This is an optimization exercise on Yosys and OpenROAD, whose aim is small area, a short achievable clock period and few clock cycles, not a production implementation.
The RTL was checked by simulation tests, not by an equivalence proof against the original design.
Power is estimated from default activity; no workload was simulated.

`flow/design.v`:
```
`timescale 1ns/1ps
module qm_merge_engine (
    input  logic [31:0] f,        
    output logic [31:0] row_nz,   
    input  logic [31:0] row_oh,   
    output logic [31:0] row,      
    input  logic [4:0]  cmask,    
    input  logic [31:0] cval_oh,  
    output logic        ess       
);
    wire t1 = f[0] & f[1];
    wire t2 = f[2] & f[3];
    wire t3 = f[4] & f[5];
    wire t4 = f[6] & f[7];
    wire t5 = f[8] & f[9];
    wire t6 = f[10] & f[11];
    wire t7 = f[12] & f[13];
    wire t8 = f[14] & f[15];
    wire t9 = f[16] & f[17];
    wire t10 = f[18] & f[19];
    wire t11 = f[20] & f[21];
    wire t12 = f[22] & f[23];
    wire t13 = f[24] & f[25];
    wire t14 = f[26] & f[27];
    wire t15 = f[28] & f[29];
    wire t16 = f[30] & f[31];
    wire t17 = f[0] & f[2];
    wire t18 = f[1] & f[3];
    wire t19 = f[4] & f[6];
    wire t20 = f[5] & f[7];
    wire t21 = f[8] & f[10];
    wire t22 = f[9] & f[11];
    wire t23 = f[12] & f[14];
    wire t24 = f[13] & f[15];
    wire t25 = f[16] & f[18];
    wire t26 = f[17] & f[19];
    wire t27 = f[20] & f[22];
    wire t28 = f[21] & f[23];
    wire t29 = f[24] & f[26];
    wire t30 = f[25] & f[27];
    wire t31 = f[28] & f[30];
    wire t32 = f[29] & f[31];
    wire t33 = t17 & t18;
    wire t34 = t19 & t20;
    wire t35 = t21 & t22;
    wire t36 = t23 & t24;
    wire t37 = t25 & t26;
    wire t38 = t27 & t28;
    wire t39 = t29 & t30;
    wire t40 = t31 & t32;
    wire t41 = f[0] & f[4];
    wire t42 = f[1] & f[5];
    wire t43 = f[2] & f[6];
    wire t44 = f[3] & f[7];
    wire t45 = f[8] & f[12];
    wire t46 = f[9] & f[13];
    wire t47 = f[10] & f[14];
    wire t48 = f[11] & f[15];
    wire t49 = f[16] & f[20];
    wire t50 = f[17] & f[21];
    wire t51 = f[18] & f[22];
    wire t52 = f[19] & f[23];
    wire t53 = f[24] & f[28];
    wire t54 = f[25] & f[29];
    wire t55 = f[26] & f[30];
    wire t56 = f[27] & f[31];
    wire t57 = t41 & t42;
    wire t58 = t43 & t44;
    wire t59 = t45 & t46;
    wire t60 = t47 & t48;
    wire t61 = t49 & t50;
    wire t62 = t51 & t52;
    wire t63 = t53 & t54;
    wire t64 = t55 & t56;
    wire t65 = t41 & t43;
    wire t66 = t42 & t44;
    wire t67 = t45 & t47;
    wire t68 = t46 & t48;
    wire t69 = t49 & t51;
    wire t70 = t50 & t52;
    wire t71 = t53 & t55;
    wire t72 = t54 & t56;
    wire t73 = t65 & t66;
    wire t74 = t67 & t68;
    wire t75 = t69 & t70;
    wire t76 = t71 & t72;
    wire t77 = f[0] & f[8];
    wire t78 = f[1] & f[9];
    wire t79 = f[2] & f[10];
    wire t80 = f[3] & f[11];
    wire t81 = f[4] & f[12];
    wire t82 = f[5] & f[13];
    wire t83 = f[6] & f[14];
    wire t84 = f[7] & f[15];
    wire t85 = f[16] & f[24];
    wire t86 = f[17] & f[25];
    wire t87 = f[18] & f[26];
    wire t88 = f[19] & f[27];
    wire t89 = f[20] & f[28];
    wire t90 = f[21] & f[29];
    wire t91 = f[22] & f[30];
    wire t92 = f[23] & f[31];
    wire t93 = t77 & t78;
    wire t94 = t79 & t80;
    wire t95 = t81 & t82;
    wire t96 = t83 & t84;
    wire t97 = t85 & t86;
    wire t98 = t87 & t88;
    wire t99 = t89 & t90;
    wire t100 = t91 & t92;
    wire t101 = t77 & t79;
    wire t102 = t78 & t80;
    wire t103 = t81 & t83;
    wire t104 = t82 & t84;
    wire t105 = t85 & t87;
    wire t106 = t86 & t88;
    wire t107 = t89 & t91;
    wire t108 = t90 & t92;
    wire t109 = t101 & t102;
    wire t110 = t103 & t104;
    wire t111 = t105 & t106;
    wire t112 = t107 & t108;
    wire t113 = t77 & t81;
    wire t114 = t78 & t82;
    wire t115 = t79 & t83;
    wire t116 = t80 & t84;
    wire t117 = t85 & t89;
    wire t118 = t86 & t90;
    wire t119 = t87 & t91;
    wire t120 = t88 & t92;
    wire t121 = t113 & t114;
    wire t122 = t115 & t116;
    wire t123 = t117 & t118;
    wire t124 = t119 & t120;
    wire t125 = t113 & t115;
    wire t126 = t114 & t116;
    wire t127 = t117 & t119;
    wire t128 = t118 & t120;
    wire t129 = t125 & t126;
    wire t130 = t127 & t128;
    wire t131 = f[0] & f[16];
    wire t132 = f[1] & f[17];
    wire t133 = f[2] & f[18];
    wire t134 = f[3] & f[19];
    wire t135 = f[4] & f[20];
    wire t136 = f[5] & f[21];
    wire t137 = f[6] & f[22];
    wire t138 = f[7] & f[23];
    wire t139 = f[8] & f[24];
    wire t140 = f[9] & f[25];
    wire t141 = f[10] & f[26];
    wire t142 = f[11] & f[27];
    wire t143 = f[12] & f[28];
    wire t144 = f[13] & f[29];
    wire t145 = f[14] & f[30];
    wire t146 = f[15] & f[31];
    wire t147 = t131 & t132;
    wire t148 = t133 & t134;
    wire t149 = t135 & t136;
    wire t150 = t137 & t138;
    wire t151 = t139 & t140;
    wire t152 = t141 & t142;
    wire t153 = t143 & t144;
    wire t154 = t145 & t146;
    wire t155 = t131 & t133;
    wire t156 = t132 & t134;
    wire t157 = t135 & t137;
    wire t158 = t136 & t138;
    wire t159 = t139 & t141;
    wire t160 = t140 & t142;
    wire t161 = t143 & t145;
    wire t162 = t144 & t146;
    wire t163 = t155 & t156;
    wire t164 = t157 & t158;
    wire t165 = t159 & t160;
    wire t166 = t161 & t162;
    wire t167 = t131 & t135;
    wire t168 = t132 & t136;
    wire t169 = t133 & t137;
    wire t170 = t134 & t138;
    wire t171 = t139 & t143;
    wire t172 = t140 & t144;
    wire t173 = t141 & t145;
    wire t174 = t142 & t146;
    wire t175 = t167 & t168;
    wire t176 = t169 & t170;
    wire t177 = t171 & t172;
    wire t178 = t173 & t174;
    wire t179 = t167 & t169;
    wire t180 = t168 & t170;
    wire t181 = t171 & t173;
    wire t182 = t172 & t174;
    wire t183 = t179 & t180;
    wire t184 = t181 & t182;
    wire t185 = t131 & t139;
    wire t186 = t132 & t140;
    wire t187 = t133 & t141;
    wire t188 = t134 & t142;
    wire t189 = t135 & t143;
    wire t190 = t136 & t144;
    wire t191 = t137 & t145;
    wire t192 = t138 & t146;
    wire t193 = t185 & t186;
    wire t194 = t187 & t188;
    wire t195 = t189 & t190;
    wire t196 = t191 & t192;
    wire t197 = t185 & t187;
    wire t198 = t186 & t188;
    wire t199 = t189 & t191;
    wire t200 = t190 & t192;
    wire t201 = t197 & t198;
    wire t202 = t199 & t200;
    wire t203 = t185 & t189;
    wire t204 = t186 & t190;
    wire t205 = t187 & t191;
    wire t206 = t188 & t192;
    wire t207 = t203 & t204;
    wire t208 = t205 & t206;
    wire t209 = t203 & t205;
    wire t210 = t204 & t206;
    wire t211 = t209 & t210;
    wire t212 = f[0] & ~(t1 | t17 | t41 | t77 | t131);
    wire t213 = f[1] & ~(t1 | t18 | t42 | t78 | t132);
    wire t214 = f[2] & ~(t2 | t17 | t43 | t79 | t133);
    wire t215 = f[3] & ~(t2 | t18 | t44 | t80 | t134);
    wire t216 = f[4] & ~(t3 | t19 | t41 | t81 | t135);
    wire t217 = f[5] & ~(t3 | t20 | t42 | t82 | t136);
    wire t218 = f[6] & ~(t4 | t19 | t43 | t83 | t137);
    wire t219 = f[7] & ~(t4 | t20 | t44 | t84 | t138);
    wire t220 = f[8] & ~(t5 | t21 | t45 | t77 | t139);
    wire t221 = f[9] & ~(t5 | t22 | t46 | t78 | t140);
    wire t222 = f[10] & ~(t6 | t21 | t47 | t79 | t141);
    wire t223 = f[11] & ~(t6 | t22 | t48 | t80 | t142);
    wire t224 = f[12] & ~(t7 | t23 | t45 | t81 | t143);
    wire t225 = f[13] & ~(t7 | t24 | t46 | t82 | t144);
    wire t226 = f[14] & ~(t8 | t23 | t47 | t83 | t145);
    wire t227 = f[15] & ~(t8 | t24 | t48 | t84 | t146);
    wire t228 = f[16] & ~(t9 | t25 | t49 | t85 | t131);
    wire t229 = f[17] & ~(t9 | t26 | t50 | t86 | t132);
    wire t230 = f[18] & ~(t10 | t25 | t51 | t87 | t133);
    wire t231 = f[19] & ~(t10 | t26 | t52 | t88 | t134);
    wire t232 = f[20] & ~(t11 | t27 | t49 | t89 | t135);
    wire t233 = f[21] & ~(t11 | t28 | t50 | t90 | t136);
    wire t234 = f[22] & ~(t12 | t27 | t51 | t91 | t137);
    wire t235 = f[23] & ~(t12 | t28 | t52 | t92 | t138);
    wire t236 = f[24] & ~(t13 | t29 | t53 | t85 | t139);
    wire t237 = f[25] & ~(t13 | t30 | t54 | t86 | t140);
    wire t238 = f[26] & ~(t14 | t29 | t55 | t87 | t141);
    wire t239 = f[27] & ~(t14 | t30 | t56 | t88 | t142);
    wire t240 = f[28] & ~(t15 | t31 | t53 | t89 | t143);
    wire t241 = f[29] & ~(t15 | t32 | t54 | t90 | t144);
    wire t242 = f[30] & ~(t16 | t31 | t55 | t91 | t145);
    wire t243 = f[31] & ~(t16 | t32 | t56 | t92 | t146);
    wire t244 = t1 & ~(t33 | t57 | t93 | t147);
    wire t245 = t2 & ~(t33 | t58 | t94 | t148);
    wire t246 = t3 & ~(t34 | t57 | t95 | t149);
    wire t247 = t4 & ~(t34 | t58 | t96 | t150);
    wire t248 = t5 & ~(t35 | t59 | t93 | t151);
    wire t249 = t6 & ~(t35 | t60 | t94 | t152);
    wire t250 = t7 & ~(t36 | t59 | t95 | t153);
    wire t251 = t8 & ~(t36 | t60 | t96 | t154);
    wire t252 = t9 & ~(t37 | t61 | t97 | t147);
    wire t253 = t10 & ~(t37 | t62 | t98 | t148);
    wire t254 = t11 & ~(t38 | t61 | t99 | t149);
    wire t255 = t12 & ~(t38 | t62 | t100 | t150);
    wire t256 = t13 & ~(t39 | t63 | t97 | t151);
    wire t257 = t14 & ~(t39 | t64 | t98 | t152);
    wire t258 = t15 & ~(t40 | t63 | t99 | t153);
    wire t259 = t16 & ~(t40 | t64 | t100 | t154);
    wire t260 = t17 & ~(t33 | t65 | t101 | t155);
    wire t261 = t18 & ~(t33 | t66 | t102 | t156);
    wire t262 = t19 & ~(t34 | t65 | t103 | t157);
    wire t263 = t20 & ~(t34 | t66 | t104 | t158);
    wire t264 = t21 & ~(t35 | t67 | t101 | t159);
    wire t265 = t22 & ~(t35 | t68 | t102 | t160);
    wire t266 = t23 & ~(t36 | t67 | t103 | t161);
    wire t267 = t24 & ~(t36 | t68 | t104 | t162);
    wire t268 = t25 & ~(t37 | t69 | t105 | t155);
    wire t269 = t26 & ~(t37 | t70 | t106 | t156);
    wire t270 = t27 & ~(t38 | t69 | t107 | t157);
    wire t271 = t28 & ~(t38 | t70 | t108 | t158);
    wire t272 = t29 & ~(t39 | t71 | t105 | t159);
    wire t273 = t30 & ~(t39 | t72 | t106 | t160);
    wire t274 = t31 & ~(t40 | t71 | t107 | t161);
    wire t275 = t32 & ~(t40 | t72 | t108 | t162);
    wire t276 = t33 & ~(t73 | t109 | t163);
    wire t277 = t34 & ~(t73 | t110 | t164);
    wire t278 = t35 & ~(t74 | t109 | t165);
    wire t279 = t36 & ~(t74 | t110 | t166);
    wire t280 = t37 & ~(t75 | t111 | t163);
    wire t281 = t38 & ~(t75 | t112 | t164);
    wire t282 = t39 & ~(t76 | t111 | t165);
    wire t283 = t40 & ~(t76 | t112 | t166);
    wire t284 = t41 & ~(t57 | t65 | t113 | t167);
    wire t285 = t42 & ~(t57 | t66 | t114 | t168);
    wire t286 = t43 & ~(t58 | t65 | t115 | t169);
    wire t287 = t44 & ~(t58 | t66 | t116 | t170);
    wire t288 = t45 & ~(t59 | t67 | t113 | t171);
    wire t289 = t46 & ~(t59 | t68 | t114 | t172);
    wire t290 = t47 & ~(t60 | t67 | t115 | t173);
    wire t291 = t48 & ~(t60 | t68 | t116 | t174);
    wire t292 = t49 & ~(t61 | t69 | t117 | t167);
    wire t293 = t50 & ~(t61 | t70 | t118 | t168);
    wire t294 = t51 & ~(t62 | t69 | t119 | t169);
    wire t295 = t52 & ~(t62 | t70 | t120 | t170);
    wire t296 = t53 & ~(t63 | t71 | t117 | t171);
    wire t297 = t54 & ~(t63 | t72 | t118 | t172);
    wire t298 = t55 & ~(t64 | t71 | t119 | t173);
    wire t299 = t56 & ~(t64 | t72 | t120 | t174);
    wire t300 = t57 & ~(t73 | t121 | t175);
    wire t301 = t58 & ~(t73 | t122 | t176);
    wire t302 = t59 & ~(t74 | t121 | t177);
    wire t303 = t60 & ~(t74 | t122 | t178);
    wire t304 = t61 & ~(t75 | t123 | t175);
    wire t305 = t62 & ~(t75 | t124 | t176);
    wire t306 = t63 & ~(t76 | t123 | t177);
    wire t307 = t64 & ~(t76 | t124 | t178);
    wire t308 = t65 & ~(t73 | t125 | t179);
    wire t309 = t66 & ~(t73 | t126 | t180);
    wire t310 = t67 & ~(t74 | t125 | t181);
    wire t311 = t68 & ~(t74 | t126 | t182);
    wire t312 = t69 & ~(t75 | t127 | t179);
    wire t313 = t70 & ~(t75 | t128 | t180);
    wire t314 = t71 & ~(t76 | t127 | t181);
    wire t315 = t72 & ~(t76 | t128 | t182);
    wire t316 = t73 & ~(t129 | t183);
    wire t317 = t74 & ~(t129 | t184);
    wire t318 = t75 & ~(t130 | t183);
    wire t319 = t76 & ~(t130 | t184);
    wire t320 = t77 & ~(t93 | t101 | t113 | t185);
    wire t321 = t78 & ~(t93 | t102 | t114 | t186);
    wire t322 = t79 & ~(t94 | t101 | t115 | t187);
    wire t323 = t80 & ~(t94 | t102 | t116 | t188);
    wire t324 = t81 & ~(t95 | t103 | t113 | t189);
    wire t325 = t82 & ~(t95 | t104 | t114 | t190);
    wire t326 = t83 & ~(t96 | t103 | t115 | t191);
    wire t327 = t84 & ~(t96 | t104 | t116 | t192);
    wire t328 = t85 & ~(t97 | t105 | t117 | t185);
    wire t329 = t86 & ~(t97 | t106 | t118 | t186);
    wire t330 = t87 & ~(t98 | t105 | t119 | t187);
    wire t331 = t88 & ~(t98 | t106 | t120 | t188);
    wire t332 = t89 & ~(t99 | t107 | t117 | t189);
    wire t333 = t90 & ~(t99 | t108 | t118 | t190);
    wire t334 = t91 & ~(t100 | t107 | t119 | t191);
    wire t335 = t92 & ~(t100 | t108 | t120 | t192);
    wire t336 = t93 & ~(t109 | t121 | t193);
    wire t337 = t94 & ~(t109 | t122 | t194);
    wire t338 = t95 & ~(t110 | t121 | t195);
    wire t339 = t96 & ~(t110 | t122 | t196);
    wire t340 = t97 & ~(t111 | t123 | t193);
    wire t341 = t98 & ~(t111 | t124 | t194);
    wire t342 = t99 & ~(t112 | t123 | t195);
    wire t343 = t100 & ~(t112 | t124 | t196);
    wire t344 = t101 & ~(t109 | t125 | t197);
    wire t345 = t102 & ~(t109 | t126 | t198);
    wire t346 = t103 & ~(t110 | t125 | t199);
    wire t347 = t104 & ~(t110 | t126 | t200);
    wire t348 = t105 & ~(t111 | t127 | t197);
    wire t349 = t106 & ~(t111 | t128 | t198);
    wire t350 = t107 & ~(t112 | t127 | t199);
    wire t351 = t108 & ~(t112 | t128 | t200);
    wire t352 = t109 & ~(t129 | t201);
    wire t353 = t110 & ~(t129 | t202);
    wire t354 = t111 & ~(t130 | t201);
    wire t355 = t112 & ~(t130 | t202);
    wire t356 = t113 & ~(t121 | t125 | t203);
    wire t357 = t114 & ~(t121 | t126 | t204);
    wire t358 = t115 & ~(t122 | t125 | t205);
    wire t359 = t116 & ~(t122 | t126 | t206);
    wire t360 = t117 & ~(t123 | t127 | t203);
    wire t361 = t118 & ~(t123 | t128 | t204);
    wire t362 = t119 & ~(t124 | t127 | t205);
    wire t363 = t120 & ~(t124 | t128 | t206);
    wire t364 = t121 & ~(t129 | t207);
    wire t365 = t122 & ~(t129 | t208);
    wire t366 = t123 & ~(t130 | t207);
    wire t367 = t124 & ~(t130 | t208);
    wire t368 = t125 & ~(t129 | t209);
    wire t369 = t126 & ~(t129 | t210);
    wire t370 = t127 & ~(t130 | t209);
    wire t371 = t128 & ~(t130 | t210);
    wire t372 = t129 & ~(t211);
    wire t373 = t130 & ~(t211);
    wire t374 = t131 & ~(t147 | t155 | t167 | t185);
    wire t375 = t132 & ~(t147 | t156 | t168 | t186);
    wire t376 = t133 & ~(t148 | t155 | t169 | t187);
    wire t377 = t134 & ~(t148 | t156 | t170 | t188);
    wire t378 = t135 & ~(t149 | t157 | t167 | t189);
    wire t379 = t136 & ~(t149 | t158 | t168 | t190);
    wire t380 = t137 & ~(t150 | t157 | t169 | t191);
    wire t381 = t138 & ~(t150 | t158 | t170 | t192);
    wire t382 = t139 & ~(t151 | t159 | t171 | t185);
    wire t383 = t140 & ~(t151 | t160 | t172 | t186);
    wire t384 = t141 & ~(t152 | t159 | t173 | t187);
    wire t385 = t142 & ~(t152 | t160 | t174 | t188);
    wire t386 = t143 & ~(t153 | t161 | t171 | t189);
    wire t387 = t144 & ~(t153 | t162 | t172 | t190);
    wire t388 = t145 & ~(t154 | t161 | t173 | t191);
    wire t389 = t146 & ~(t154 | t162 | t174 | t192);
    wire t390 = t147 & ~(t163 | t175 | t193);
    wire t391 = t148 & ~(t163 | t176 | t194);
    wire t392 = t149 & ~(t164 | t175 | t195);
    wire t393 = t150 & ~(t164 | t176 | t196);
    wire t394 = t151 & ~(t165 | t177 | t193);
    wire t395 = t152 & ~(t165 | t178 | t194);
    wire t396 = t153 & ~(t166 | t177 | t195);
    wire t397 = t154 & ~(t166 | t178 | t196);
    wire t398 = t155 & ~(t163 | t179 | t197);
    wire t399 = t156 & ~(t163 | t180 | t198);
    wire t400 = t157 & ~(t164 | t179 | t199);
    wire t401 = t158 & ~(t164 | t180 | t200);
    wire t402 = t159 & ~(t165 | t181 | t197);
    wire t403 = t160 & ~(t165 | t182 | t198);
    wire t404 = t161 & ~(t166 | t181 | t199);
    wire t405 = t162 & ~(t166 | t182 | t200);
    wire t406 = t163 & ~(t183 | t201);
    wire t407 = t164 & ~(t183 | t202);
    wire t408 = t165 & ~(t184 | t201);
    wire t409 = t166 & ~(t184 | t202);
    wire t410 = t167 & ~(t175 | t179 | t203);
    wire t411 = t168 & ~(t175 | t180 | t204);
    wire t412 = t169 & ~(t176 | t179 | t205);
    wire t413 = t170 & ~(t176 | t180 | t206);
    wire t414 = t171 & ~(t177 | t181 | t203);
    wire t415 = t172 & ~(t177 | t182 | t204);
    wire t416 = t173 & ~(t178 | t181 | t205);
    wire t417 = t174 & ~(t178 | t182 | t206);
    wire t418 = t175 & ~(t183 | t207);
    wire t419 = t176 & ~(t183 | t208);
    wire t420 = t177 & ~(t184 | t207);
    wire t421 = t178 & ~(t184 | t208);
    wire t422 = t179 & ~(t183 | t209);
    wire t423 = t180 & ~(t183 | t210);
    wire t424 = t181 & ~(t184 | t209);
    wire t425 = t182 & ~(t184 | t210);
    wire t426 = t183 & ~(t211);
    wire t427 = t184 & ~(t211);
    wire t428 = t185 & ~(t193 | t197 | t203);
    wire t429 = t186 & ~(t193 | t198 | t204);
    wire t430 = t187 & ~(t194 | t197 | t205);
    wire t431 = t188 & ~(t194 | t198 | t206);
    wire t432 = t189 & ~(t195 | t199 | t203);
    wire t433 = t190 & ~(t195 | t200 | t204);
    wire t434 = t191 & ~(t196 | t199 | t205);
    wire t435 = t192 & ~(t196 | t200 | t206);
    wire t436 = t193 & ~(t201 | t207);
    wire t437 = t194 & ~(t201 | t208);
    wire t438 = t195 & ~(t202 | t207);
    wire t439 = t196 & ~(t202 | t208);
    wire t440 = t197 & ~(t201 | t209);
    wire t441 = t198 & ~(t201 | t210);
    wire t442 = t199 & ~(t202 | t209);
    wire t443 = t200 & ~(t202 | t210);
    wire t444 = t201 & ~(t211);
    wire t445 = t202 & ~(t211);
    wire t446 = t203 & ~(t207 | t209);
    wire t447 = t204 & ~(t207 | t210);
    wire t448 = t205 & ~(t208 | t209);
    wire t449 = t206 & ~(t208 | t210);
    wire t450 = t207 & ~(t211);
    wire t451 = t208 & ~(t211);
    wire t452 = t209 & ~(t211);
    wire t453 = t210 & ~(t211);
    assign row_nz[0] = t212 | t213 | t214 | t215 | t216 | t217 | t218 | t219 | t220 | t221 | t222 | t223 | t224 | t225 | t226 | t227 | t228 | t229 | t230 | t231 | t232 | t233 | t234 | t235 | t236 | t237 | t238 | t239 | t240 | t241 | t242 | t243;
    assign row_nz[1] = t244 | t245 | t246 | t247 | t248 | t249 | t250 | t251 | t252 | t253 | t254 | t255 | t256 | t257 | t258 | t259;
    assign row_nz[2] = t260 | t261 | t262 | t263 | t264 | t265 | t266 | t267 | t268 | t269 | t270 | t271 | t272 | t273 | t274 | t275;
    assign row_nz[3] = t276 | t277 | t278 | t279 | t280 | t281 | t282 | t283;
    assign row_nz[4] = t284 | t285 | t286 | t287 | t288 | t289 | t290 | t291 | t292 | t293 | t294 | t295 | t296 | t297 | t298 | t299;
    assign row_nz[5] = t300 | t301 | t302 | t303 | t304 | t305 | t306 | t307;
    assign row_nz[6] = t308 | t309 | t310 | t311 | t312 | t313 | t314 | t315;
    assign row_nz[7] = t316 | t317 | t318 | t319;
    assign row_nz[8] = t320 | t321 | t322 | t323 | t324 | t325 | t326 | t327 | t328 | t329 | t330 | t331 | t332 | t333 | t334 | t335;
    assign row_nz[9] = t336 | t337 | t338 | t339 | t340 | t341 | t342 | t343;
    assign row_nz[10] = t344 | t345 | t346 | t347 | t348 | t349 | t350 | t351;
    assign row_nz[11] = t352 | t353 | t354 | t355;
    assign row_nz[12] = t356 | t357 | t358 | t359 | t360 | t361 | t362 | t363;
    assign row_nz[13] = t364 | t365 | t366 | t367;
    assign row_nz[14] = t368 | t369 | t370 | t371;
    assign row_nz[15] = t372 | t373;
    assign row_nz[16] = t374 | t375 | t376 | t377 | t378 | t379 | t380 | t381 | t382 | t383 | t384 | t385 | t386 | t387 | t388 | t389;
    assign row_nz[17] = t390 | t391 | t392 | t393 | t394 | t395 | t396 | t397;
    assign row_nz[18] = t398 | t399 | t400 | t401 | t402 | t403 | t404 | t405;
    assign row_nz[19] = t406 | t407 | t408 | t409;
    assign row_nz[20] = t410 | t411 | t412 | t413 | t414 | t415 | t416 | t417;
    assign row_nz[21] = t418 | t419 | t420 | t421;
    assign row_nz[22] = t422 | t423 | t424 | t425;
    assign row_nz[23] = t426 | t427;
    assign row_nz[24] = t428 | t429 | t430 | t431 | t432 | t433 | t434 | t435;
    assign row_nz[25] = t436 | t437 | t438 | t439;
    assign row_nz[26] = t440 | t441 | t442 | t443;
    assign row_nz[27] = t444 | t445;
    assign row_nz[28] = t446 | t447 | t448 | t449;
    assign row_nz[29] = t450 | t451;
    assign row_nz[30] = t452 | t453;
    assign row_nz[31] = t211;
    assign row[0] = (row_oh[0] & t212) | (row_oh[1] & t244) | (row_oh[2] & t260) | (row_oh[3] & t276) | (row_oh[4] & t284) | (row_oh[5] & t300) | (row_oh[6] & t308) | (row_oh[7] & t316) | (row_oh[8] & t320) | (row_oh[9] & t336) | (row_oh[10] & t344) | (row_oh[11] & t352) | (row_oh[12] & t356) | (row_oh[13] & t364) | (row_oh[14] & t368) | (row_oh[15] & t372) | (row_oh[16] & t374) | (row_oh[17] & t390) | (row_oh[18] & t398) | (row_oh[19] & t406) | (row_oh[20] & t410) | (row_oh[21] & t418) | (row_oh[22] & t422) | (row_oh[23] & t426) | (row_oh[24] & t428) | (row_oh[25] & t436) | (row_oh[26] & t440) | (row_oh[27] & t444) | (row_oh[28] & t446) | (row_oh[29] & t450) | (row_oh[30] & t452) | (row_oh[31] & t211);
    assign row[1] = (row_oh[0] & t213) | (row_oh[2] & t261) | (row_oh[4] & t285) | (row_oh[6] & t309) | (row_oh[8] & t321) | (row_oh[10] & t345) | (row_oh[12] & t357) | (row_oh[14] & t369) | (row_oh[16] & t375) | (row_oh[18] & t399) | (row_oh[20] & t411) | (row_oh[22] & t423) | (row_oh[24] & t429) | (row_oh[26] & t441) | (row_oh[28] & t447) | (row_oh[30] & t453);
    assign row[2] = (row_oh[0] & t214) | (row_oh[1] & t245) | (row_oh[4] & t286) | (row_oh[5] & t301) | (row_oh[8] & t322) | (row_oh[9] & t337) | (row_oh[12] & t358) | (row_oh[13] & t365) | (row_oh[16] & t376) | (row_oh[17] & t391) | (row_oh[20] & t412) | (row_oh[21] & t419) | (row_oh[24] & t430) | (row_oh[25] & t437) | (row_oh[28] & t448) | (row_oh[29] & t451);
    assign row[3] = (row_oh[0] & t215) | (row_oh[4] & t287) | (row_oh[8] & t323) | (row_oh[12] & t359) | (row_oh[16] & t377) | (row_oh[20] & t413) | (row_oh[24] & t431) | (row_oh[28] & t449);
    assign row[4] = (row_oh[0] & t216) | (row_oh[1] & t246) | (row_oh[2] & t262) | (row_oh[3] & t277) | (row_oh[8] & t324) | (row_oh[9] & t338) | (row_oh[10] & t346) | (row_oh[11] & t353) | (row_oh[16] & t378) | (row_oh[17] & t392) | (row_oh[18] & t400) | (row_oh[19] & t407) | (row_oh[24] & t432) | (row_oh[25] & t438) | (row_oh[26] & t442) | (row_oh[27] & t445);
    assign row[5] = (row_oh[0] & t217) | (row_oh[2] & t263) | (row_oh[8] & t325) | (row_oh[10] & t347) | (row_oh[16] & t379) | (row_oh[18] & t401) | (row_oh[24] & t433) | (row_oh[26] & t443);
    assign row[6] = (row_oh[0] & t218) | (row_oh[1] & t247) | (row_oh[8] & t326) | (row_oh[9] & t339) | (row_oh[16] & t380) | (row_oh[17] & t393) | (row_oh[24] & t434) | (row_oh[25] & t439);
    assign row[7] = (row_oh[0] & t219) | (row_oh[8] & t327) | (row_oh[16] & t381) | (row_oh[24] & t435);
    assign row[8] = (row_oh[0] & t220) | (row_oh[1] & t248) | (row_oh[2] & t264) | (row_oh[3] & t278) | (row_oh[4] & t288) | (row_oh[5] & t302) | (row_oh[6] & t310) | (row_oh[7] & t317) | (row_oh[16] & t382) | (row_oh[17] & t394) | (row_oh[18] & t402) | (row_oh[19] & t408) | (row_oh[20] & t414) | (row_oh[21] & t420) | (row_oh[22] & t424) | (row_oh[23] & t427);
    assign row[9] = (row_oh[0] & t221) | (row_oh[2] & t265) | (row_oh[4] & t289) | (row_oh[6] & t311) | (row_oh[16] & t383) | (row_oh[18] & t403) | (row_oh[20] & t415) | (row_oh[22] & t425);
    assign row[10] = (row_oh[0] & t222) | (row_oh[1] & t249) | (row_oh[4] & t290) | (row_oh[5] & t303) | (row_oh[16] & t384) | (row_oh[17] & t395) | (row_oh[20] & t416) | (row_oh[21] & t421);
    assign row[11] = (row_oh[0] & t223) | (row_oh[4] & t291) | (row_oh[16] & t385) | (row_oh[20] & t417);
    assign row[12] = (row_oh[0] & t224) | (row_oh[1] & t250) | (row_oh[2] & t266) | (row_oh[3] & t279) | (row_oh[16] & t386) | (row_oh[17] & t396) | (row_oh[18] & t404) | (row_oh[19] & t409);
    assign row[13] = (row_oh[0] & t225) | (row_oh[2] & t267) | (row_oh[16] & t387) | (row_oh[18] & t405);
    assign row[14] = (row_oh[0] & t226) | (row_oh[1] & t251) | (row_oh[16] & t388) | (row_oh[17] & t397);
    assign row[15] = (row_oh[0] & t227) | (row_oh[16] & t389);
    assign row[16] = (row_oh[0] & t228) | (row_oh[1] & t252) | (row_oh[2] & t268) | (row_oh[3] & t280) | (row_oh[4] & t292) | (row_oh[5] & t304) | (row_oh[6] & t312) | (row_oh[7] & t318) | (row_oh[8] & t328) | (row_oh[9] & t340) | (row_oh[10] & t348) | (row_oh[11] & t354) | (row_oh[12] & t360) | (row_oh[13] & t366) | (row_oh[14] & t370) | (row_oh[15] & t373);
    assign row[17] = (row_oh[0] & t229) | (row_oh[2] & t269) | (row_oh[4] & t293) | (row_oh[6] & t313) | (row_oh[8] & t329) | (row_oh[10] & t349) | (row_oh[12] & t361) | (row_oh[14] & t371);
    assign row[18] = (row_oh[0] & t230) | (row_oh[1] & t253) | (row_oh[4] & t294) | (row_oh[5] & t305) | (row_oh[8] & t330) | (row_oh[9] & t341) | (row_oh[12] & t362) | (row_oh[13] & t367);
    assign row[19] = (row_oh[0] & t231) | (row_oh[4] & t295) | (row_oh[8] & t331) | (row_oh[12] & t363);
    assign row[20] = (row_oh[0] & t232) | (row_oh[1] & t254) | (row_oh[2] & t270) | (row_oh[3] & t281) | (row_oh[8] & t332) | (row_oh[9] & t342) | (row_oh[10] & t350) | (row_oh[11] & t355);
    assign row[21] = (row_oh[0] & t233) | (row_oh[2] & t271) | (row_oh[8] & t333) | (row_oh[10] & t351);
    assign row[22] = (row_oh[0] & t234) | (row_oh[1] & t255) | (row_oh[8] & t334) | (row_oh[9] & t343);
    assign row[23] = (row_oh[0] & t235) | (row_oh[8] & t335);
    assign row[24] = (row_oh[0] & t236) | (row_oh[1] & t256) | (row_oh[2] & t272) | (row_oh[3] & t282) | (row_oh[4] & t296) | (row_oh[5] & t306) | (row_oh[6] & t314) | (row_oh[7] & t319);
    assign row[25] = (row_oh[0] & t237) | (row_oh[2] & t273) | (row_oh[4] & t297) | (row_oh[6] & t315);
    assign row[26] = (row_oh[0] & t238) | (row_oh[1] & t257) | (row_oh[4] & t298) | (row_oh[5] & t307);
    assign row[27] = (row_oh[0] & t239) | (row_oh[4] & t299);
    assign row[28] = (row_oh[0] & t240) | (row_oh[1] & t258) | (row_oh[2] & t274) | (row_oh[3] & t283);
    assign row[29] = (row_oh[0] & t241) | (row_oh[2] & t275);
    assign row[30] = (row_oh[0] & t242) | (row_oh[1] & t259);
    assign row[31] = (row_oh[0] & t243);
    wire z0 = (cmask[0] | ~f[1]) & (cmask[1] | ~f[2]) & (cmask[2] | ~f[4]) & (cmask[3] | ~f[8]) & (cmask[4] | ~f[16]);
    wire z1 = (cmask[0] | ~f[0]) & (cmask[1] | ~f[3]) & (cmask[2] | ~f[5]) & (cmask[3] | ~f[9]) & (cmask[4] | ~f[17]);
    wire z2 = (cmask[0] | ~f[3]) & (cmask[1] | ~f[0]) & (cmask[2] | ~f[6]) & (cmask[3] | ~f[10]) & (cmask[4] | ~f[18]);
    wire z3 = (cmask[0] | ~f[2]) & (cmask[1] | ~f[1]) & (cmask[2] | ~f[7]) & (cmask[3] | ~f[11]) & (cmask[4] | ~f[19]);
    wire z4 = (cmask[0] | ~f[5]) & (cmask[1] | ~f[6]) & (cmask[2] | ~f[0]) & (cmask[3] | ~f[12]) & (cmask[4] | ~f[20]);
    wire z5 = (cmask[0] | ~f[4]) & (cmask[1] | ~f[7]) & (cmask[2] | ~f[1]) & (cmask[3] | ~f[13]) & (cmask[4] | ~f[21]);
    wire z6 = (cmask[0] | ~f[7]) & (cmask[1] | ~f[4]) & (cmask[2] | ~f[2]) & (cmask[3] | ~f[14]) & (cmask[4] | ~f[22]);
    wire z7 = (cmask[0] | ~f[6]) & (cmask[1] | ~f[5]) & (cmask[2] | ~f[3]) & (cmask[3] | ~f[15]) & (cmask[4] | ~f[23]);
    wire z8 = (cmask[0] | ~f[9]) & (cmask[1] | ~f[10]) & (cmask[2] | ~f[12]) & (cmask[3] | ~f[0]) & (cmask[4] | ~f[24]);
    wire z9 = (cmask[0] | ~f[8]) & (cmask[1] | ~f[11]) & (cmask[2] | ~f[13]) & (cmask[3] | ~f[1]) & (cmask[4] | ~f[25]);
    wire z10 = (cmask[0] | ~f[11]) & (cmask[1] | ~f[8]) & (cmask[2] | ~f[14]) & (cmask[3] | ~f[2]) & (cmask[4] | ~f[26]);
    wire z11 = (cmask[0] | ~f[10]) & (cmask[1] | ~f[9]) & (cmask[2] | ~f[15]) & (cmask[3] | ~f[3]) & (cmask[4] | ~f[27]);
    wire z12 = (cmask[0] | ~f[13]) & (cmask[1] | ~f[14]) & (cmask[2] | ~f[8]) & (cmask[3] | ~f[4]) & (cmask[4] | ~f[28]);
    wire z13 = (cmask[0] | ~f[12]) & (cmask[1] | ~f[15]) & (cmask[2] | ~f[9]) & (cmask[3] | ~f[5]) & (cmask[4] | ~f[29]);
    wire z14 = (cmask[0] | ~f[15]) & (cmask[1] | ~f[12]) & (cmask[2] | ~f[10]) & (cmask[3] | ~f[6]) & (cmask[4] | ~f[30]);
    wire z15 = (cmask[0] | ~f[14]) & (cmask[1] | ~f[13]) & (cmask[2] | ~f[11]) & (cmask[3] | ~f[7]) & (cmask[4] | ~f[31]);
    wire z16 = (cmask[0] | ~f[17]) & (cmask[1] | ~f[18]) & (cmask[2] | ~f[20]) & (cmask[3] | ~f[24]) & (cmask[4] | ~f[0]);
    wire z17 = (cmask[0] | ~f[16]) & (cmask[1] | ~f[19]) & (cmask[2] | ~f[21]) & (cmask[3] | ~f[25]) & (cmask[4] | ~f[1]);
    wire z18 = (cmask[0] | ~f[19]) & (cmask[1] | ~f[16]) & (cmask[2] | ~f[22]) & (cmask[3] | ~f[26]) & (cmask[4] | ~f[2]);
    wire z19 = (cmask[0] | ~f[18]) & (cmask[1] | ~f[17]) & (cmask[2] | ~f[23]) & (cmask[3] | ~f[27]) & (cmask[4] | ~f[3]);
    wire z20 = (cmask[0] | ~f[21]) & (cmask[1] | ~f[22]) & (cmask[2] | ~f[16]) & (cmask[3] | ~f[28]) & (cmask[4] | ~f[4]);
    wire z21 = (cmask[0] | ~f[20]) & (cmask[1] | ~f[23]) & (cmask[2] | ~f[17]) & (cmask[3] | ~f[29]) & (cmask[4] | ~f[5]);
    wire z22 = (cmask[0] | ~f[23]) & (cmask[1] | ~f[20]) & (cmask[2] | ~f[18]) & (cmask[3] | ~f[30]) & (cmask[4] | ~f[6]);
    wire z23 = (cmask[0] | ~f[22]) & (cmask[1] | ~f[21]) & (cmask[2] | ~f[19]) & (cmask[3] | ~f[31]) & (cmask[4] | ~f[7]);
    wire z24 = (cmask[0] | ~f[25]) & (cmask[1] | ~f[26]) & (cmask[2] | ~f[28]) & (cmask[3] | ~f[16]) & (cmask[4] | ~f[8]);
    wire z25 = (cmask[0] | ~f[24]) & (cmask[1] | ~f[27]) & (cmask[2] | ~f[29]) & (cmask[3] | ~f[17]) & (cmask[4] | ~f[9]);
    wire z26 = (cmask[0] | ~f[27]) & (cmask[1] | ~f[24]) & (cmask[2] | ~f[30]) & (cmask[3] | ~f[18]) & (cmask[4] | ~f[10]);
    wire z27 = (cmask[0] | ~f[26]) & (cmask[1] | ~f[25]) & (cmask[2] | ~f[31]) & (cmask[3] | ~f[19]) & (cmask[4] | ~f[11]);
    wire z28 = (cmask[0] | ~f[29]) & (cmask[1] | ~f[30]) & (cmask[2] | ~f[24]) & (cmask[3] | ~f[20]) & (cmask[4] | ~f[12]);
    wire z29 = (cmask[0] | ~f[28]) & (cmask[1] | ~f[31]) & (cmask[2] | ~f[25]) & (cmask[3] | ~f[21]) & (cmask[4] | ~f[13]);
    wire z30 = (cmask[0] | ~f[31]) & (cmask[1] | ~f[28]) & (cmask[2] | ~f[26]) & (cmask[3] | ~f[22]) & (cmask[4] | ~f[14]);
    wire z31 = (cmask[0] | ~f[30]) & (cmask[1] | ~f[29]) & (cmask[2] | ~f[27]) & (cmask[3] | ~f[23]) & (cmask[4] | ~f[15]);
    wire t454 = z0 | (cmask[0] & z1);
    wire t455 = z2 | (cmask[0] & z3);
    wire t456 = z4 | (cmask[0] & z5);
    wire t457 = z6 | (cmask[0] & z7);
    wire t458 = z8 | (cmask[0] & z9);
    wire t459 = z10 | (cmask[0] & z11);
    wire t460 = z12 | (cmask[0] & z13);
    wire t461 = z14 | (cmask[0] & z15);
    wire t462 = z16 | (cmask[0] & z17);
    wire t463 = z18 | (cmask[0] & z19);
    wire t464 = z20 | (cmask[0] & z21);
    wire t465 = z22 | (cmask[0] & z23);
    wire t466 = z24 | (cmask[0] & z25);
    wire t467 = z26 | (cmask[0] & z27);
    wire t468 = z28 | (cmask[0] & z29);
    wire t469 = z30 | (cmask[0] & z31);
    wire t470 = t454 | (cmask[1] & t455);
    wire t471 = z1 | (cmask[1] & z3);
    wire t472 = t456 | (cmask[1] & t457);
    wire t473 = z5 | (cmask[1] & z7);
    wire t474 = t458 | (cmask[1] & t459);
    wire t475 = z9 | (cmask[1] & z11);
    wire t476 = t460 | (cmask[1] & t461);
    wire t477 = z13 | (cmask[1] & z15);
    wire t478 = t462 | (cmask[1] & t463);
    wire t479 = z17 | (cmask[1] & z19);
    wire t480 = t464 | (cmask[1] & t465);
    wire t481 = z21 | (cmask[1] & z23);
    wire t482 = t466 | (cmask[1] & t467);
    wire t483 = z25 | (cmask[1] & z27);
    wire t484 = t468 | (cmask[1] & t469);
    wire t485 = z29 | (cmask[1] & z31);
    wire t486 = t470 | (cmask[2] & t472);
    wire t487 = t471 | (cmask[2] & t473);
    wire t488 = t455 | (cmask[2] & t457);
    wire t489 = z3 | (cmask[2] & z7);
    wire t490 = t474 | (cmask[2] & t476);
    wire t491 = t475 | (cmask[2] & t477);
    wire t492 = t459 | (cmask[2] & t461);
    wire t493 = z11 | (cmask[2] & z15);
    wire t494 = t478 | (cmask[2] & t480);
    wire t495 = t479 | (cmask[2] & t481);
    wire t496 = t463 | (cmask[2] & t465);
    wire t497 = z19 | (cmask[2] & z23);
    wire t498 = t482 | (cmask[2] & t484);
    wire t499 = t483 | (cmask[2] & t485);
    wire t500 = t467 | (cmask[2] & t469);
    wire t501 = z27 | (cmask[2] & z31);
    wire t502 = t486 | (cmask[3] & t490);
    wire t503 = t487 | (cmask[3] & t491);
    wire t504 = t488 | (cmask[3] & t492);
    wire t505 = t489 | (cmask[3] & t493);
    wire t506 = t472 | (cmask[3] & t476);
    wire t507 = t473 | (cmask[3] & t477);
    wire t508 = t457 | (cmask[3] & t461);
    wire t509 = z7 | (cmask[3] & z15);
    wire t510 = t494 | (cmask[3] & t498);
    wire t511 = t495 | (cmask[3] & t499);
    wire t512 = t496 | (cmask[3] & t500);
    wire t513 = t497 | (cmask[3] & t501);
    wire t514 = t480 | (cmask[3] & t484);
    wire t515 = t481 | (cmask[3] & t485);
    wire t516 = t465 | (cmask[3] & t469);
    wire t517 = z23 | (cmask[3] & z31);
    wire t518 = t502 | (cmask[4] & t510);
    wire t519 = t503 | (cmask[4] & t511);
    wire t520 = t504 | (cmask[4] & t512);
    wire t521 = t505 | (cmask[4] & t513);
    wire t522 = t506 | (cmask[4] & t514);
    wire t523 = t507 | (cmask[4] & t515);
    wire t524 = t508 | (cmask[4] & t516);
    wire t525 = t509 | (cmask[4] & t517);
    wire t526 = t490 | (cmask[4] & t498);
    wire t527 = t491 | (cmask[4] & t499);
    wire t528 = t492 | (cmask[4] & t500);
    wire t529 = t493 | (cmask[4] & t501);
    wire t530 = t476 | (cmask[4] & t484);
    wire t531 = t477 | (cmask[4] & t485);
    wire t532 = t461 | (cmask[4] & t469);
    wire t533 = z15 | (cmask[4] & z31);
    assign ess = (cval_oh[0] & t518) | (cval_oh[1] & t519) | (cval_oh[2] & t520) | (cval_oh[3] & t521) | (cval_oh[4] & t522) | (cval_oh[5] & t523) | (cval_oh[6] & t524) | (cval_oh[7] & t525) | (cval_oh[8] & t526) | (cval_oh[9] & t527) | (cval_oh[10] & t528) | (cval_oh[11] & t529) | (cval_oh[12] & t530) | (cval_oh[13] & t531) | (cval_oh[14] & t532) | (cval_oh[15] & t533) | (cval_oh[16] & t510) | (cval_oh[17] & t511) | (cval_oh[18] & t512) | (cval_oh[19] & t513) | (cval_oh[20] & t514) | (cval_oh[21] & t515) | (cval_oh[22] & t516) | (cval_oh[23] & t517) | (cval_oh[24] & t498) | (cval_oh[25] & t499) | (cval_oh[26] & t500) | (cval_oh[27] & t501) | (cval_oh[28] & t484) | (cval_oh[29] & t485) | (cval_oh[30] & t469) | (cval_oh[31] & z31);
endmodule
`timescale 1ns/1ps
module qm_top (
    input  logic        clk,
    input  logic        rst_n,
    input  logic        psel,
    input  logic        penable,
    input  logic        pwrite,
    input  logic [11:0] paddr,
    input  logic [31:0] pwdata,
    output logic [31:0] prdata,
    output logic        pready,
    output logic        pslverr
);
    function automatic logic [31:0] lowest(input logic [31:0] x);
        logic [31:0] p;
        p = x;
        for (int s = 0; s < 5; s++) begin
            for (int i = 0; i < 32; i++) begin
                if ((i >> s) & 1) p[i] = p[i] | p[((i >> s) << s) - 1];
            end
        end
        lowest = x & ~{p[30:0], 1'b0};
    endfunction
    function automatic logic [4:0] enc(input logic [31:0] oh);
        enc = '0;
        for (int i = 0; i < 32; i++) begin
            if (oh[i]) enc = enc | 5'(i);
        end
    endfunction
    logic setup, access;
    logic a_onset, a_ctrl, a_status, a_result, mapped;
    logic [4:0] k;
    assign setup    = psel & ~penable;
    assign access   = psel & penable;
    assign a_onset  = (paddr == 12'h000);
    assign a_ctrl   = (paddr == 12'h004);
    assign a_status = (paddr == 12'h008);
    assign a_result = (paddr[11:7] == 5'b00010) && (paddr[1:0] == 2'b00);
    assign mapped   = a_onset | a_ctrl | a_status | a_result;
    assign k        = paddr[6:2];
    logic [31:0] onset, spec, run_onset;
    logic        busy, busy_q, pend, done;
    logic        chg;
    logic [1:0]  stab;
    logic        prep_ok;
    assign spec = (psel && pwrite && a_onset) ? pwdata : onset;
    assign chg  = ~busy & ((setup & pwrite & a_onset) | busy_q);
    always_ff @(posedge clk) begin
        if (!rst_n) begin
            onset <= '0;
        end else if (access && pwrite && a_onset) begin
            onset <= pwdata;
        end
        if (!busy) begin
            run_onset <= spec;
        end
    end
    logic [31:0] row_nz_c;            
    logic [31:0] rowbits;             
    logic [4:0]  mcur;                
    logic [31:0] rr;                  
    logic [31:0] src_oh, row_c;
    logic [31:0] v_oh, rest;
    logic [4:0]  v;
    logic        ess;
    logic        prepping, go_q;
    logic        start_now, step, first, ins, last, any;
    logic [5:0]  prime_cnt, ess_cnt, pc_inc, ec_inc;
    logic [3:0]  age_lo;              
    logic [7:0]  age_hi;              
    qm_merge_engine i_engine (
        .f      (run_onset),
        .row_nz (row_nz_c),
        .row_oh (src_oh),
        .row    (row_c),
        .cmask  (mcur),
        .cval_oh(v_oh),
        .ess    (ess)
    );
    assign prepping = (~busy | pend) & ~prep_ok;
    assign src_oh = lowest(rr);
    assign v_oh = lowest(rowbits);
    assign v    = enc(v_oh);
    assign rest = rowbits & ~v_oh;
    assign any  = |rowbits;
    assign last = (rest == '0) && (rr == '0);
    always_ff @(posedge clk) begin
        go_q <= rst_n & setup & pwrite & a_ctrl & pwdata[0];
    end
    assign start_now = go_q & ~busy;
    assign step      = (start_now & prep_ok) | (busy & ~pend) | (pend & prep_ok);
    assign first     = step & ~(busy & ~pend);
    assign ins       = step & any;
    assign pc_inc = prime_cnt + 6'd1;
    assign ec_inc = ess_cnt + 6'd1;
    always_ff @(posedge clk) begin
        if (step) begin
            if (rest == '0) begin
                rowbits <= row_c;
                mcur    <= enc(src_oh);
                rr      <= rr & ~src_oh;
            end else begin
                rowbits <= rest;
            end
        end else if (prepping) begin
            if (stab == 2'd0) begin
                rr      <= row_nz_c;
            end else begin
                rowbits <= row_c;
                mcur    <= enc(src_oh);
                rr      <= rr & ~src_oh;
            end
        end
        if (first & ins) begin
            age_lo <= 4'b0001;
            age_hi <= 8'b0000_0001;
        end else begin
            age_lo <= {age_lo[2:0], age_lo[3]};
            if (age_lo[3]) age_hi <= {age_hi[6:0], age_hi[7]};
        end
    end
    always_ff @(posedge clk) begin
        if (!rst_n) begin
            busy      <= 1'b0;
            busy_q    <= 1'b0;
            pend      <= 1'b0;
            done      <= 1'b0;
            stab      <= 2'd0;
            prime_cnt <= '0;
            ess_cnt   <= '0;
        end else begin
            busy_q <= busy;
            if ((!busy || pend) && !chg) begin
                stab <= (stab == 2'd2) ? 2'd2 : stab + 2'd1;
            end else begin
                stab <= 2'd0;
            end
            if (start_now) begin
                busy <= 1'b1;
                done <= 1'b0;
                pend <= ~prep_ok;
            end
            if (step) begin
                prime_cnt <= first ? {5'd0, ins} : pc_inc;
                if (first)           ess_cnt <= {5'd0, ins & ess};
                else if (ins && ess) ess_cnt <= ec_inc;
                pend      <= 1'b0;
                if (!any || last) begin
                    busy <= 1'b0;
                    done <= 1'b1;
                end else begin
                    busy <= 1'b1;
                    done <= 1'b0;
                end
            end
        end
    end
    assign prep_ok = (stab == 2'd2);
    logic [10:0] ring [32];
    always_ff @(posedge clk) begin
        ring[0] <= ins ? {ess, mcur, v} : ring[31];
        for (int j = 1; j < 32; j++) begin
            ring[j] <= ring[j-1];
        end
    end
    logic        rd_onset, rd_status, err_q;
    logic [10:0] rd_q;
    logic [10:0] rword;
    logic [3:0]  k_lo_oh, lo_oh;
    logic [7:0]  k_hi_oh, hi0_oh, hi_oh;
    logic        lo_borrow;
    logic [10:0] grp [8];
    always_comb begin
        for (int i = 0; i < 4; i++) k_lo_oh[i] = (k[1:0] == 2'(i));
        for (int i = 0; i < 8; i++) k_hi_oh[i] = (k[4:2] == 3'(i));
        lo_borrow = 1'b0;
        for (int a = 0; a < 4; a++) lo_borrow = lo_borrow | (age_lo[a] & (k[1:0] > 2'(a)));
        for (int l = 0; l < 4; l++) begin
            lo_oh[l] = 1'b0;
            for (int a = 0; a < 4; a++) lo_oh[l] = lo_oh[l] | (age_lo[a] & k_lo_oh[(a - l + 4) % 4]);
        end
        for (int h = 0; h < 8; h++) begin
            hi0_oh[h] = 1'b0;
            for (int a = 0; a < 8; a++) hi0_oh[h] = hi0_oh[h] | (age_hi[a] & k_hi_oh[(a - h + 8) % 8]);
        end
        for (int h = 0; h < 8; h++) hi_oh[h] = lo_borrow ? hi0_oh[(h + 1) % 8] : hi0_oh[h];
        for (int h = 0; h < 8; h++) begin
            grp[h] = '0;
            for (int l = 0; l < 4; l++) grp[h] = grp[h] | (lo_oh[l] ? ring[4*h + l] : 11'd0);
        end
        rword = '0;
        for (int h = 0; h < 8; h++) rword = rword | (hi_oh[h] ? grp[h] : 11'd0);
    end
    always_ff @(posedge clk) begin
        rd_q      <= (~pwrite & a_result & ({1'b0, k} < prime_cnt)) ? rword : 11'd0;
        rd_onset  <= ~pwrite & a_onset;
        rd_status <= ~pwrite & a_status;
        err_q     <= ~mapped | (pwrite & (a_status | a_result));
    end
    always_comb begin
        prdata = {15'd0, rd_q[10], 3'd0, rd_q[9:5], 3'd0, rd_q[4:0]};
        if (rd_onset)  prdata = prdata | onset;
        if (rd_status) prdata = prdata | {10'd0, ess_cnt, 2'd0, prime_cnt, 6'd0, done, busy};
    end
    assign pready  = 1'b1;
    assign pslverr = err_q;
endmodule
```
`flow/flow/run.sh`:
```
#!/bin/bash
# Standard ORFS flow, with timing repair aiming past the clock target and
# plain buffers on the ports.
set -euo pipefail
bash standard.sh SETUP_SLACK_MARGIN=8 'BUFFER_PORTS_ARGS=-buffer_cell sky130_fd_sc_hd__buf_2' finish > standard.log 2>&1
```
`flow/standard.sh`:
```
#!/bin/bash
# synth_recipe.tcl (not shown) runs the flow's synth.tcl, then flattens the netlist and writes it again
# the make line also repeats each setting of config.mk as NAME=value (left out here)
make -C /OpenROAD-flow-scripts/flow DESIGN_CONFIG=/design/flow/config.mk WORK_HOME=/design/flow/orfs CLKGATE_MAP_FILE= SYNTH_SCRIPT=/design/flow/synth_recipe.tcl "${@:-finish}"
```
`flow/config.mk`:
```
export PLATFORM = sky130hd
export DESIGN_NAME = qm_top
export DESIGN_NICKNAME = qm_top
export VERILOG_FILES = /design/flow/design.v
export SDC_FILE = /design/flow/constraint.sdc
export NUM_CORES = 8
export LEC_CHECK = 0
export ABC_AREA = 1
export CAP_MARGIN = 30
export CORE_MARGIN = 2
export CORE_UTILIZATION = 40
export SLEW_MARGIN = 20
```
`flow/constraint.sdc`:
```
create_clock -name core_clock -period 12.0 [get_ports {clk}]
set_input_delay 2.4000 -clock core_clock [delete_from_list [all_inputs] [get_ports {clk}]]
set_output_delay 2.4000 -clock core_clock [all_outputs]
set_load 0.01 [all_outputs]
```
==> run_results.csv, run 1 <==
group,metric,value,unit
placed_design,placed_area,27700,um2
timing,fin_skew,0.0420,ns
min_path,min_to,"ring[13][4]",
worst_setup_path,crit_arrival,4.57,ns
detailed_routing,vias,27677,
worst_setup_path,reg2reg_depth,16,
timing,post-route-min-period,4.19,ns
synth,yosysSeqAreaShare,44.1,%
die,die_w,261,um
worst_setup_path,crit_required,12.38,ns
die,ios,83,
timing,hold_violations,0,
cts,ctsLongestPathBuffers,3,
finish,final_common_cell,"nand2_1",
grt,overflow,0,
timing,fin_ws,7.81,ns
cts,htree_levels,2,
die,core,65500,um2
placed_design,dp_hpwl,89800,um
die,die-area,68000,um2
grt,grt.total_usage,35.9,%
pwr,powerDensity,151,nW/um2
synth,netlist_area,26400,um2
worst_setup_path,worst_setup_path_end_kind,"flip-flop",
synth,synth.avg_cell_area,7.29,um2
pwr,leakage,0.0127,uW
worst_setup_path,r2r_slack,7.81,ns
cts,clock_latency,0.64,ns
finish,regArea,11600,um2
grt,grt_pass1_wl,179000,um
detailed_routing,wire_per_inst,26.6,um
placed_design,io_buffers,81,
timing,fmax,0.238,GHz
die,die_h,261,um
run_status,status,"no timing/DRC/antenna violations",
timing,slew_headroom,31.5,%
finish,syn2layout_area_growth,17.4,%
synth,syn_nets,3681,
finish,most-common-layout-cells,"nand2_1, inv_1, dfxtp_1, nor2_1, o21ai_0",
die,row_count,94,
placed_design,place_ws,6.53,ns
min_path,hold_class,"flip-flop to flip-flop",
finish,drive_above_1_share,12.1,%
synth,synth.distinct_cells,66,
grt,grt_max_degree,75,
timing,finalSetupViolations,0,
finish,multi_input_area,12700,um2
grt,grt_pass1_vias,26386,
worst_setup_path,cp-start-kind,"flip-flop",
synth,async_flop_share,0,%
detailed_routing,drc_errors,0,
cts,root_buffer,"clkbuf_16",
detailed_routing,routed_wl,124000,um
synth,yosys_warnings,3,
min_path,hold_depth,0,
pwr,ir_drop,0.123,mV
worst_setup_path,crit_type,"flip-flop to flip-flop",
cts,cts_sinks,530,
timing,hold-worst-slack,0.335,ns
placed_design,place_congestion,1.06,
timing,maxSlewViolCount,0,
cts,path_clk_slew,0.07,ns
worst_setup_path,crit_fanout,11,
min_path,hold_path.startpoint,"ring[12][4]",
finish,fin_area,31000,um2
detailed_routing,ant_nets,0,
worst_setup_path,r2r-start,"run_onset[8]",
worst_setup_path,r2r_end,"rowbits[0]",
cts,cts_made_buffers,54,
finish,nFillCells,6610,
timing,tightest_slew,1.02,ns
detailed_routing,detail_route.iter0.violations,3214,
timing,period_share,35.0,%
grt,antenna_found_initial,6,
synth,synth_seq_cells,530,
die,start_util,40.3,%
synth,synth_edf_count,101,
cts,cts_tree,"yes",
detailed_routing,routed_via_density,5.93,
detailed_routing,first_pass_iters,8,
synth,syn_inst,3621,
timing,rsz0062_at_grt,"true",
finish,nNetsFinal,3812,
timing,finalSetupTns,0,ns
pwr,power,4690,uW
synth,ys.flop_type,"dfxtp_1",
flow_run,max_cap_viol_count,0,
[Yosys cell counts (all sizes together), types with 18 or more instances]
master   instances  area (um2)
a21oi          123         616
a22o            21         184
a22oi           77         578
a31oi           70         438
buf             56         288
clkbuf          88         330
dfxtp          429        8590
edfxtp         101        3030
inv            487        1830
nand2          844        3190
nand3          173         911
nand4          136         857
nor2           330        1310
nor3           138         696
nor4           133         845
o2111ai         18         158
o21ai          203        1020
o22ai           55         344
[registers in the layout (all words and copies together), names as in the netlist]
signal,count
rd_onset,1
pend,1
onset,32
rd_status,1
err_q,1
mcur,5
ess_cnt,6
age_hi,8
busy,1
stab,2
rr,32
busy_q,1
ring,352
rowbits,32
age_lo,4
prime_cnt,6
go_q,1
done,1
run_onset,32
rd_q,11
[area by class of cell]
type	instances	share of cell area (%)
Antenna cell	4	0.0323
Clock inverter	40	1.70
Timing Repair inverter	2	0.0404
Sequential cell	530	37.5
Tap cell	864	3.49
Timing Repair Buffer	215	5.33
Clock buffer	62	4.62
Multi-Input combinational cell	2455	41.1
Inverter	494	6.18
[per-stage QoR]
stage               util, %  cells
finish                 47.3   4666
global route           47.3   4662
CTS                    46.1   4615
detailed placement     42.2   4468
global placement       42.2   4466
floorplan                 -   3621
[power by group]
part | leakage, uW | internal [uW] | switching (uW) | total, uW
sequential | 0.00459 | 1910 | 74.8 | 1990
combinational | 0.00713 | 240 | 634 | 875
clock | 0.000969 | 1070 | 759 | 1830
[critical path, stage by stage (launching register included)]
cell	delay, ns
edfxtp_1	0.69
nand2_1	0.27
buf_4	0.27
nor2_2	0.42
nand2_2	0.29
nand4_1	0.28
nor2_1	0.07
nor2_1	0.13
nand4_1	0.47
nor2_1	0.23
nand4_1	0.15
nor2_1	0.11
nand4_1	0.14
nor2_1	0.12
nand4_1	0.10
nor2_1	0.12
a21oi_1	0.09
[worst max-delay path by stage]
stage               slack, ns    endpoint  cells after the start          start
finish                   7.81  rowbits[0]                     16   run_onset[8]
global route             7.89  rowbits[8]                     13  run_onset[14]
CTS                      8.00  rowbits[4]                     16   run_onset[5]
detailed placement       6.53   onset[14]                     12       paddr[4]
global placement         6.64   onset[29]                     12       paddr[4]
floorplan                7.95     rd_q[2]                      9       paddr[2]
[per-layer routing]
metal	share of wire [%]	vias up	routed length, um	track usage, %
met5	0.022	-	27	0
li1	-	12695	-	-
met2	46	1451	57200	58.8
met4	8.2	4	10100	24.2
met1	38	13054	46500	42.1
met3	8.1	473	10100	8.08
[what timing repair did]
item                       in CTS  in global routing
hold buffers                    0                  0
gates resized for setup        60                 99
setup endpoints to repair     118                101
buffers inserted               43                 39
hold endpoints to repair        0                  0
pin swaps                       6                 13
cloned                          2                  3
[logic make-up (layout without fill, tap and decap cells)]
family | count (synthesis) | count (layout) | synth area share [%]
simple gates | 1777 | 1779 | 30.3
compound gates | 655 | 655 | 15.4
buf+inv | 638 | 813 | 9.39
flops | 530 | 530 | 44.1
fa+ha+maj | 11 | 11 | 0.522
xor+xnor | 6 | 6 | 0.199
mux | 3 | 3 | 0.114
other cells | 1 | 5 | 0.0142
Testbench counts, summed over its fixed seeds: cycles 7,828.
==> run 2: changes to the inputs <==
--- a/flow/config.mk
+++ b/flow/config.mk
@@ -5,7 +5,6 @@
 export SDC_FILE = /design/flow/constraint.sdc
 export NUM_CORES = 8
 export LEC_CHECK = 0
-export ABC_AREA = 1
 export CAP_MARGIN = 30
 export CORE_MARGIN = 2
 export CORE_UTILIZATION = 40
==> run_results.csv, run 2 <==
group,metric,value,unit
grt,grt_pass1_vias,26255,
worst_setup_path,critPathSlowestCell,"nand2_1",
run_status,status,"no timing/DRC/antenna violations",
placed_design,place_congestion,1.11,
die,ios,83,
synth,synth_seq_cells,530,
cts,cts_sinks,530,
synth,synth_edf_count,101,
pwr,ir_drop,0.164,mV
cts,ctsLongestPathBuffers,3,
grt,grt_max_degree,79,
worst_setup_path,cp_cell_sequence,"buf_4 -> nand2_1 -> nor2_4 -> nand2_1 -> nor2_1 -> o32ai_1 -> a211oi_1 -> nand4_1 -> nor4_2 -> o21ai_0 -> nor3_1 -> a31oi_1",
worst_setup_path,cp-start-kind,"flip-flop",
finish,fin_area,30300,um2
finish,most-common-layout-cells,"nand2_1, dfxtp_1, nor2_1, a22oi_1, a21oi_1",
synth,yosysMostFrequentCell,"nand2_1",
synth,syn_inst,3086,
grt,antenna_found_initial,7,
die,die_w,260,um
timing,hold_violations,0,
synth,yosys_warnings,3,
placed_design,io_buffers,81,
worst_setup_path,crit_type,"flip-flop to flip-flop",
worst_setup_path,worst_setup_path_end_kind,"flip-flop",
grt,grt_pass1_wl,187000,um
cts,root_buffer,"clkbuf_16",
worst_setup_path,crit_arrival,4.57,ns
pwr,powerDensity,201,nW/um2
synth,netlist_area,26200,um2
grt,overflow,0,
detailed_routing,routed_via_density,6.86,
timing,finalSetupViolations,0,
finish,drive_above_1_share,14.2,%
finish,largest_register_ffs,352,
min_path,hold_class,"flip-flop to flip-flop",
cts,ctsHoldBuffers,0,
detailed_routing,vias,27702,
timing,maxSlewViolCount,0,
synth,synth.avg_cell_area,8.48,um2
finish,syn2layout_area_growth,15.9,%
finish,regMostFlops,"ring",
placed_design,dp_hpwl,94300,um
synth,yosysTopAreaCellShare,32.8,%
synth,synth.distinct_cells,92,
detailed_routing,ant_nets,0,
cts,path_clk_slew,0.06,ns
cts,clock_latency,0.64,ns
detailed_routing,detail_route.iter0.violations,4438,
pwr,leakage,0.0109,uW
synth,async_flop_share,0,%
worst_setup_path,crit_required,12.34,ns
timing,fin_skew,0.0418,ns
timing,finalSetupTns,0,ns
flow_run,max_cap_viol_count,0,
die,die-area,67400,um2
timing,slew_headroom,23.1,%
placed_design,placed_area,27700,um2
synth,syn_nets,3146,
synth,yosysSeqAreaShare,44.4,%
cts,cts_made_buffers,54,
die,row_count,93,
worst_setup_path,max_stage_delay,0.52,ns
worst_setup_path,r2r_slack,7.77,ns
cts,cts_tree,"yes",
die,die_h,260,um
die,start_util,40.5,%
synth,synth.largest_area_cell,"dfxtp_1",
detailed_routing,first_pass_iters,7,
detailed_routing,wire_per_inst,32.7,um
worst_setup_path,crit_fanout,18,
finish,final_common_cell,"nand2_1",
timing,rsz0062_at_grt,"true",
timing,fmax,0.236,GHz
detailed_routing,drc_errors,0,
worst_setup_path,crit_top_cell,"nand2_1",
grt,grt.total_usage,38.0,%
synth,synth_common_cells,"nand2_1, dfxtp_1, nor2_1, a22oi_1, clkbuf_1",
detailed_routing,routed_wl,132000,um
cts,htree_levels,2,
timing,post-route-min-period,4.23,ns
finish,nNetsFinal,3198,
synth,yosys-top-cells-area,"dfxtp_1, edfxtp_1, nand2_1, a22oi_1, nor2_1",
timing,period_share,35.3,%
die,core,64600,um2
synth,ys.flop_type,"dfxtp_1",
timing,tightest_slew,1.14,ns
## run 2: cells by family (layout without fill, tap and decap cells)
family,count (synthesis),count (layout),synth area share [%]
other,1,3,0.0143
flip-flops,530,530,44.4
AO/OA/AOI/OAI,825,825,22.1
AND/OR/NAND/NOR,1377,1377,25.7
XOR/XNOR,6,6,0.201
multiplexers,63,63,2.87
adder cells (fa/ha/maj),18,18,0.794
buffers and inverters,266,360,3.91
## run 2: stage by stage
step / utilization, % / setup slack (ns) / instances / total power, uW / hold WS [ns]
after CTS: 46.1 / 7.91 / 4008 / 5880 / 0.325
after detailed placement: 42.8 / 6.80 / 3897 / 4170 / 0.335
after global placement: 42.7 / 6.51 / 3888 / 4150 / 0.334
after global routing: 46.9 / 7.77 / 4035 / 6290 / 0.350
after floorplan: - / 7.73 / 3086 / 3540 / 0.331
final: 46.9 / 7.77 / 4037 / 6080 / 0.334
## run 2: layout make-up
class	instances	area [um2]
diodes	2	5.00
clock buffers	77	1570
clock inverters	21	176
fillers	6260	34300
inverters	59	239
multi-input cells	2290	14000
flip-flops and latches	530	11600
well taps	855	1070
repair buffers	203	1590
## run 2: critical path: cells and delay by family (launching register included)
kind | cells | cell delay, ns
AOI/OAI and AO/OA | 4 | 0.74
DFF | 1 | 0.33
buffers and inverters | 1 | 0.29
and+or+nand+nor | 7 | 2.61
## run 2: layer usage
layer	GRT usage (%)	up-vias	wire [um]
li1	-	11746	-
met1	47.2	13390	50000
met2	58.3	1965	57600
met3	10.2	593	13900
met4	24.0	8	10600
met5	0.0712	-	48
## run 2: worst paths after layout
check / endpoint / depth (start not counted) / start
worst max-delay path: rowbits[0] / 12 / run_onset[5]
worst min register to register: ring[7][3] / 0 / ring[6][3]
worst min-delay path: ring[7][3] / 0 / ring[6][3]
worst max register to register: rowbits[0] / 12 / run_onset[5]
## run 2: power breakdown
| group | total (uW) | internal, uW | switching, uW |
|---|---|---|---|
| Clock | 1640 | 919 | 722 |
| Sequential | 2440 | 2140 | 292 |
| Combinational | 2000 | 619 | 1390 |
| Total | 6080 | 3680 | 2400 |
## run 2: repair_timing
item / CTS / global route
cloned: 0 / 6
endpoints found under the setup margin: 176 / 122
setup buffers: 13 / 19
resized for setup: 62 / 65
hold endpoints to repair: 0 / 0
pin swaps: 3 / 8

## afterwards: timing with drivers on the ports
The results above use ideal ports. As a check the final layouts listed here were re-extracted and re-timed, cells and wires unchanged. Step 1 sets driving cells, clkbuf_16 on the clock port and buf_2 on the other inputs (assumed; they add their load-dependent delay and slew). Step 2 moves the port delays by t, midway between the first and last clock arrival at a register: inputs arrive t later, outputs are due t later. That takes back most of the time a late clock gives input paths. Three values: ideal ports, drivers, drivers and shift; two values: the first two.
run | t (ns) | slack for setup (ns) | hold WS [ns] | worst setup path after step 2
run 1 | 0.682 | 7.806 / 7.806 / 7.370 | 0.335 / 0.335 / 0.335 | input to register
run 2 | 0.676 | 7.765 / 7.765 / 7.400 | 0.334 / 0.334 / 0.334 | input to register
After both steps setup and hold are still met in every run listed. For run 1, which loses most, drivers alone change the setup slack by 0.000 ns; drivers and shift together by -0.436 ns.
